Background: an optimization exercise with open tools, aiming at small area, a short achievable clock period and few clock cycles per item. Do not read the settings as production practice.
Only simulation tests tie the RTL to the original design; equivalence was not proved.
Power is estimated from default activity; no workload was simulated.

Design lookup_cache_top, start of the top module:
module lookup_cache_top (
    input  wire                      clk,
    input  wire                      rst,
    input  wire                      req_valid_i,
    input  wire  [20+(3 + 1 + 5 + 4)-1:0] req_i,
    output logic                     req_ready_o,
    output logic                     rsp_valid_o,
    output logic [20+(3 + 1 + 5 + 4)-1:0] rsp_o,
    input  wire                      rsp_ready_i,
    output logic                     c2a_vld_o,
    output logic [20-1:0]   c2a_info_o,
    output logic [10-1:0] c2a_req_id_o,
    input  wire                      a2c_rdy_i,
    input  wire                      a2c_rsp_vld_i,
    input  wire  [10-1:0] a2c_rsp_id_i,
    input  wire  [20-1:0]   a2c_rslt_i
);
    localparam int KW = 20;
    localparam int RW = 20;
    localparam int MW = (3 + 1 + 5 + 4);
    localparam int NE = 16;
    localparam int EW = 4;
    localparam int NS = 4;
    localparam int SW = 2;
    logic          sv_q, rv_q, tv_q, ready_q;
    logic [KW-1:0] skey_q, rkey_q, tkey_q;
    logic [MW-1:0] smeta_q, rmeta_q, tmeta_q;
    logic [EW-1:0] tidx_q;           
    logic [3:0]    thv4_q, thp4_q;   
    logic [NE-1:0] kv_q;             
    logic [NE-1:0] cv_q;             
    logic [KW-1:0] key_q  [NE];
    logic [RW-1:0] rslt_q [NE];
    logic [EW-1:0] ptr_q;            
    logic [NE-1:0] ptr_oh_q;         
    logic [NS-1:0] busy_q;
    logic [NS-1:0] rdy_q;            
    logic [EW-1:0] ent_q  [NS];
    logic [MW-1:0] meta_q [NS];
    logic          qv_q;
    logic [SW-1:0] qslot_q;
    logic [EW-1:0] qent_q;
    logic          av_q;
    logic [EW-1:0] aent_q;           
    logic [RW-1:0] ard_q;
    logic          cvld_q;
    logic [KW-1:0] ckey_q;
  ...
Size in the first run: roughly 970 flip-flops, ~38000 um2 of cells after synthesis.
Settings: LEC_CHECK=0, CAP_MARGIN=20, CORE_MARGIN=2, CORE_UTILIZATION=55, SETUP_SLACK_MARGIN=4.8, SLEW_MARGIN=20; clock period 7.5 ns.
standard.sh (not shown) runs the stock make flow with config.mk's settings and CLKGATE_MAP_FILE= SYNTH_SCRIPT=/design/flow/synth_recipe.tcl, a recipe that flattens the netlist after the stock synthesis.
==> flow/flow/run.sh <==
#!/bin/bash
# The standard layout, with plain buffers (buf_2) on the ports in place
# of the delay buffers buffer_ports picks by default, and clock tree
# synthesis without dummy loads. Everything else is the standard flow.
# The tool output goes to standard_flow.log here.
set -euo pipefail
export BUFFER_PORTS_ARGS="-buffer_cell sky130_fd_sc_hd__buf_2"
export CTS_ARGS="-sink_clustering_enable -repair_clock_nets -dont_use_dummy_load -sink_clustering_size 26 -sink_clustering_max_diameter 70 -buf_list sky130_fd_sc_hd__clkbuf_16"
bash standard.sh > standard_flow.log 2>&1
Testbench counts at the start, summed over its fixed seeds: cycles 8,451, items 8,000.
==> next run, changes <==
--- a/flow/config.mk
+++ b/flow/config.mk
@@ -7,0 +8 @@
+export ABC_AREA = 1
Clock power increases by about 1%.
Global-route usage rose by 3.0 points.
First-iteration DRC count climbs by 72%.
==> next run, changes <==
--- a/flow/config.mk
+++ b/flow/config.mk
@@ -8 +7,0 @@
-export ABC_AREA = 1
@@ -11,2 +10,2 @@
-export CORE_UTILIZATION = 55
-export SETUP_SLACK_MARGIN = 4.8
+export CORE_UTILIZATION = 50
+export SETUP_SLACK_MARGIN = 4.85
Effect: Clock-buffer cell count stays the same. Routed wire length decreases by roughly a tenth. Design area decreases by a few percent. Synthesized cell count decreases by a quarter to a third.
==> next run, changes <==
--- a/flow/config.mk
+++ b/flow/config.mk
@@ -10,2 +10,2 @@
-export CORE_UTILIZATION = 50
-export SETUP_SLACK_MARGIN = 4.85
+export CORE_UTILIZATION = 55
+export SETUP_SLACK_MARGIN = 4.6
Effect: Count of clock-buffer cells in the layout decreases by 2; global-route usage increases by 2.2 points; power decreases by about 4%; worst hold slack loses 0.031 ns; maximum frequency decreases by 2.2%; first-iteration DRC count decreases by about 8%; cell area decreases by about 2.2%; sequential power decreases by about 0.8%; register-to-register slack loses 0.23 ns; wire length decreases by 5.2%; critical path depth increases by 6.

[static timing again, ports no longer ideal]
The flow's constraints put no driver on any port. The routed layouts listed below were extracted and timed again, unchanged, in two steps. Step 1 (the two cells are an assumption about what drives the block):
set clk [get_ports {clk}]
set_driving_cell -lib_cell sky130_fd_sc_hd__clkbuf_16 $clk
set_driving_cell -lib_cell sky130_fd_sc_hd__buf_2 [delete_from_list [all_inputs] $clk]
Step 2 adds t to the input delays and takes it off the output delays; t is the mean of the earliest and latest rising clock arrival at the registers after step 1. Input paths then give back, and output paths get back, about the clock's delay inside the block. a / b / c = ideal / step 1 / step 2; a / b = the first two.
| run | t (ns) | setup WS [ns] | latest minus earliest clock arrival (ns) | pins driven straight from the clock port |
|---|---|---|---|---|
| the first run | 0.676 | 4.737 / 4.671 / 4.235 | 0.070 / 0.070 | 1 |
| the second run | 0.688 | 4.757 / 4.687 / 4.238 | 0.053 / 0.053 | 1 |
| the third run | 0.670 | 4.706 / 4.646 / 4.313 | 0.105 / 0.105 | 1 |
| the fourth run | 0.673 | 4.643 / 4.643 / 4.296 | 0.066 / 0.066 | 1 |
After both steps every run listed still meets setup and hold. The setup slack of the second run, which loses most, moves by -0.070 ns with the drivers and by -0.519 ns with both steps.
